Context: an optimization exercise on an open-source flow, tuned for small area and a short achievable clock period. The choices shown serve that exercise and are no tape-out recipe. Power is estimated from default activity; no workload was simulated.

==> module elem_counter, before the edit <==
module elem_counter (
    input  logic                   clk,
    input  logic                   rst_n,
    input  logic                   step,
    output logic [8-1:0] rot,
    output logic [8-1:0] rd_hd,
    output logic [8-1:0] rd_nx,
    output logic                   primed
);
    localparam block_transposer_pkg::elem_idx_t LAST_IDX = {6{1'b1}};
    block_transposer_pkg::elem_idx_t idx_q;
    logic                            orient_q;
    logic                            primed_q;
    logic [8-1:0]          lane_q;       
    logic [8-1:0]          lane_rot;
    logic                            adv;
    logic [8-1:0]          rot_q;
    logic [8-1:0]          rd_hd_q;
    logic [8-1:0]          rd_nx_q;
    logic                            last;
    assign last = (idx_q == LAST_IDX);
    assign adv      = !orient_q || (idx_q[3-1:0] == {3{1'b1}});
    assign lane_rot = {lane_q[8-2:0], lane_q[8-1]};
    always_ff @(posedge clk or negedge rst_n)
    begin
        if (!rst_n)
        begin
            idx_q    <= '0;
            orient_q <= 1'b0;
            primed_q <= 1'b0;
            lane_q   <= 8'(1);
            rot_q    <= '0;
            rd_hd_q  <= 8'(1);
            rd_nx_q  <= '0;
        end
        else
        begin
            if (step)
            begin
                idx_q <= idx_q + 1'b1;    
                if (last)
                begin
                    orient_q <= ~orient_q;    
                    primed_q <= 1'b1;
                end
                if (adv)
                begin
                    lane_q <= lane_rot;
                end
            end
            rot_q   <= step ? lane_q : '0;
            rd_hd_q <= step ? (adv ? lane_rot : '0) : lane_q;
            rd_nx_q <= (step && !adv) ? lane_q : '0;
        end
    end
    assign rot    = rot_q;
    assign rd_hd  = rd_hd_q;
    assign rd_nx  = rd_nx_q;
    assign primed = primed_q;
endmodule
clock: 3.7 ns
lec_check: 0
cap_margin: 20
core_margin: 2
core_utilization: 60
cts_buf_list: sky130_fd_sc_hd__clkbuf_16
cts_cluster_diameter: 70
cts_cluster_size: 32
setup_slack_margin: 1.9
slew_margin: 20
run.sh (not shown) runs the stock make flow with config.mk's settings and CLKGATE_MAP_FILE= SYNTH_SCRIPT=/design/flow/synth_recipe.tcl, a recipe that flattens the netlist after the stock synthesis.
==> next run, changes <==
--- a/flow/design.v
+++ b/flow/design.v
@@ -27,16 +27,39 @@
     localparam block_transposer_pkg::elem_idx_t LAST_IDX = {6{1'b1}};
     block_transposer_pkg::elem_idx_t idx_q;
+    block_transposer_pkg::elem_idx_t idx_nxt;
     logic                            orient_q;
+    logic                            orient_nxt;
     logic                            primed_q;
+    logic                            primed_nxt;
     logic [8-1:0]          lane_q;       
-    logic [8-1:0]          lane_rot;
-    logic                            adv;
+    logic [8-1:0]          lane_nxt;
+    logic [3-1:0]            lane_sel;
+    logic                            same;
     logic [8-1:0]          rot_q;
     logic [8-1:0]          rd_hd_q;
     logic [8-1:0]          rd_nx_q;
     logic                            last;
-    assign last = (idx_q == LAST_IDX);
-    assign adv      = !orient_q || (idx_q[3-1:0] == {3{1'b1}});
-    assign lane_rot = {lane_q[8-2:0], lane_q[8-1]};
+    assign last = step && (idx_q == LAST_IDX);
+    always_comb
+    begin
+        idx_nxt    = idx_q;
+        orient_nxt = orient_q;
+        primed_nxt = primed_q;
+        if (step)
+        begin
+            idx_nxt = idx_q + 1'b1;    
+        end
+        if (last)
+        begin
+            orient_nxt = ~orient_q;    
+            primed_nxt = 1'b1;
+        end
+        lane_sel = orient_nxt ? idx_nxt[6-1 -: 3] : idx_nxt[3-1:0];
+        for (int l = 0; l < 8; l++)
+        begin
+            lane_nxt[l] = (lane_sel == l[3-1:0]);
+        end
+        same = step && (lane_nxt == lane_q);
+    end
     always_ff @(posedge clk or negedge rst_n)
     begin
@@ -53,20 +76,11 @@
         else
         begin
-            if (step)
-            begin
-                idx_q <= idx_q + 1'b1;    
-                if (last)
-                begin
-                    orient_q <= ~orient_q;    
-                    primed_q <= 1'b1;
-                end
-                if (adv)
-                begin
-                    lane_q <= lane_rot;
-                end
-            end
-            rot_q   <= step ? lane_q : '0;
-            rd_hd_q <= step ? (adv ? lane_rot : '0) : lane_q;
-            rd_nx_q <= (step && !adv) ? lane_q : '0;
+            idx_q    <= idx_nxt;
+            orient_q <= orient_nxt;
+            primed_q <= primed_nxt;
+            lane_q   <= lane_nxt;
+            rot_q    <= step ? lane_q : '0;
+            rd_hd_q  <= same ? '0 : lane_nxt;
+            rd_nx_q  <= same ? lane_nxt : '0;
         end
     end
What happened:
- power decreases slightly
- setup slack degrades by 1200 ps
- final area increases by a few percent
- routed wire length increases by a little under a tenth
- via count increases by a few percent
- clock skew increases by 8.7 ps
- combinational power increases by well over a third
- area after synthesis increases slightly
- non-clock buffer count increases by 45
- hold slack improves by 22 ps
- maximum frequency decreases by well over a third
- flip-flop and latch count is unchanged
- cell count increases by a few percent
No run of this note included a check of the RTL's function; only the layout flow was run.

-- re-timing with driven ports --
In the flow no input, the clock included, has a driving cell. The finished layouts below were timed again as built, in two steps. Step 1: set_driving_cell puts a clkbuf_16 on clk and a buf_2 on each other input, an assumption about the parent block. Step 2 moves the port delays by t, midway between the first and last clock arrival at a register: inputs arrive t later, outputs are due t later. That takes back most of the time a late clock gives input paths. Slacks: no drivers / after step 1 / after step 2; pairs: no drivers / after step 1.
run	t, ns	slack for setup (ns)	worst setup path after step 2	pins driven straight from the clock port
the first run	0.675	1.826 / 1.767 / 1.390	input to register	1
the second run	0.663	0.579 / 0.579 / 0.072	input to register	1
After both steps every run listed still meets setup and hold. For the second run, which loses most, drivers alone change the setup slack by 0.000 ns; drivers and shift together by -0.507 ns.
